This design comes from an exercise in tuning for small area on the open sky130 flow, not from production work. Power and IR drop assume default switching activity.

## arp_udp_frame_generator
module arp_udp_frame_generator (
   input  logic        clock,
   input  logic        reset,
   input  logic        start,
   output logic        busy,
   input  logic [32:0] req_data,    
   output logic        rsp_strobe,
   output logic [8:0]  rsp_data,    
   input  logic        csr_we,
   input  logic [2:0]  csr_index,
   input  logic [47:0] csr_wdata
);
clock: 5.0 ns
lec_check: 0
cap_margin: 20
core_margin: 2
core_utilization: 45
cts_buf_list: sky130_fd_sc_hd__clkbuf_8
cts_cluster_diameter: 80
cts_cluster_size: 16
slew_margin: 20
synth_hierarchical: 1
synth_minimum_keep_size: 0
standard.sh (not shown) runs the stock make flow with config.mk's settings and CLKGATE_MAP_FILE= SYNTH_SCRIPT=/design/flow/synth_recipe.tcl, a recipe that flattens the netlist after the stock synthesis.
==> flow/flow/run.sh <==
#!/bin/bash
# the standard layout, with plain buf_1 cells as the port buffers, synthesis
# buffers removed at floorplan, and abc mapping for light loads (the layout's
# repair steps size the drivers that need it)
set -euo pipefail
export BUFFER_PORTS_ARGS="-buffer_cell sky130_fd_sc_hd__buf_1"
export REMOVE_ABC_BUFFERS=1
bash standard.sh ABC_LOAD_IN_FF=1 ABC_DRIVER_CELL=sky130_fd_sc_hd__buf_8 finish > standard_flow.log 2>&1
Change:
--- a/flow/design.v
+++ b/flow/design.v
@@ -1,27 +1,20 @@
 `timescale 1ns / 1ps
 module aufg_aoi222x8 (
    input  logic [7:0] a, b, c,
    input  logic       sa, sb, sc,
    output logic [7:0] y
 );
    assign y = ~((a & {8{sa}}) | (b & {8{sb}}) | (c & {8{sc}}));
 endmodule
-module aufg_aoi22x8 (
-   input  logic [7:0] a, b,
-   input  logic       sa, sb,
-   output logic [7:0] y
-);
-   assign y = ~((a & {8{sa}}) | (b & {8{sb}}));
-endmodule
 module aufg_nand4x8 (
    input  logic [7:0] a, b, c, d,
    output logic [7:0] y
 );
    assign y = ~(a & b & c & d);
 endmodule
 module aufg_nand2x8 (
    input  logic [7:0] a, b,
    output logic [7:0] y
 );
    assign y = ~(a & b);
 endmodule
@@ -36,38 +29,36 @@
    input  logic       s,
    output logic [7:0] y
 );
    assign y = a | b | d | (c & {8{!s}});
 endmodule
 module aufg_and2x8 (
    input  logic [7:0] a,
    input  logic       s,
    output logic [7:0] y
 );
    assign y = a & {8{s}};
 endmodule
-module aufg_split8 (
-   input  logic [7:0] a, b,
-   input  logic       s,
-   output logic [7:0] y0, y1
-);
-   assign y0 = (a | b) & {8{!s}};
-   assign y1 = (a | b) & {8{s}};
-endmodule
 module aufg_dec3 (
    input  logic [2:0] x,
    input  logic       en,
    output logic [7:0] y
 );
    assign y = en ? (8'd1 << x) : 8'd0;
+endmodule
+module aufg_dec3n (
+   input  logic [2:0] x,
+   output logic [7:0] y
+);
+   assign y = 8'd1 << x;
 endmodule
 module aufg_image (
    input  logic        busy,
    input  logic        udp,
    input  logic [5:0]  cnt,
    input  logic        req_udp,
    input  logic [7:0]  dmac0,
    input  logic [39:0] s_dmac,
    input  logic [47:0] s_smac,
    input  logic [31:0] s_sip,
    input  logic [31:0] s_tip,
    input  logic [15:0] s_sport,
@@ -75,28 +66,28 @@
    input  logic [15:0] s_ident,
    input  logic [7:0]  s_ttl,
    input  logic [7:0]  csum_hi_n,
    output logic [7:0]  nb,
    output logic [7:0]  cs_in
 );
    logic [63:0] u, a, c;
    logic        first_udp;
    logic        csph;
    logic [27:0] sel;
    logic [7:0]  k;
    logic [7:0] lo, hu, ha, hc;
-   aufg_dec3 u_dec_lo (.x(cnt[2:0]), .en(1'b1), .y(lo));
+   aufg_dec3n u_dec_lo (.x(cnt[2:0]), .y(lo));
    aufg_dec3 u_dec_hu (.x(cnt[5:3]), .en(udp), .y(hu));
    aufg_dec3 u_dec_ha (.x(cnt[5:3]), .en(!udp), .y(ha));
-   aufg_dec3 u_dec_hc (.x(cnt[5:3]), .en(1'b1), .y(hc));
+   aufg_dec3n u_dec_hc (.x(cnt[5:3]), .y(hc));
    for (genvar i = 0; i < 64; i++) begin : g_at
       assign u[i] = hu[i/8] & lo[i%8];
       assign a[i] = ha[i/8] & lo[i%8];
       assign c[i] = hc[i/8] & lo[i%8];
    end
    assign first_udp = !busy && req_udp;
    assign csph      = cnt >= 6'd5 && cnt <= 6'd16;
    assign sel[0] = first_udp;    
    assign sel[1] = u[0];    
    assign sel[2] = u[1];    
    assign sel[3] = u[2];    
    assign sel[4] = u[3];    
=> The new run went through all stages and came out clean; cell area is about the same; global-route usage barely changes; count of clock-buffer cells in the layout increases by 1; wire length decreases by 1.1%; core utilization increases by 0.75 points; combinational power increases by 12%.
No functional check of the RTL was part of any run of this note.

[re-timing with driven ports]
Ports are ideal in the flow. The routed layouts listed here were re-timed in OpenROAD. Step 1, drivers: a clkbuf_16 drives clock and a buf_2 each remaining input, both assumed. Step 2, shift: input delay + t, output delay - t, t = (earliest + latest rising clock arrival at the registers) / 2. This alone moves slack from input paths to output paths. Three values: ideal ports, drivers, drivers and shift; two values: the first two.
run | shift t [ns] | setup WS [ns] | hold slack, ns | worst setup path at the end | worst register clock-pin slew, ns
the first run | 0.629 | 0.665 / 0.665 / 0.665 | 0.419 / 0.419 / 0.419 | register to register | 0.11 / 0.11
the second run | 0.659 | 0.701 / 0.701 / 0.701 | 0.415 / 0.415 / 0.415 | register to register | 0.11 / 0.11
After both steps setup and hold are still met in every run listed.
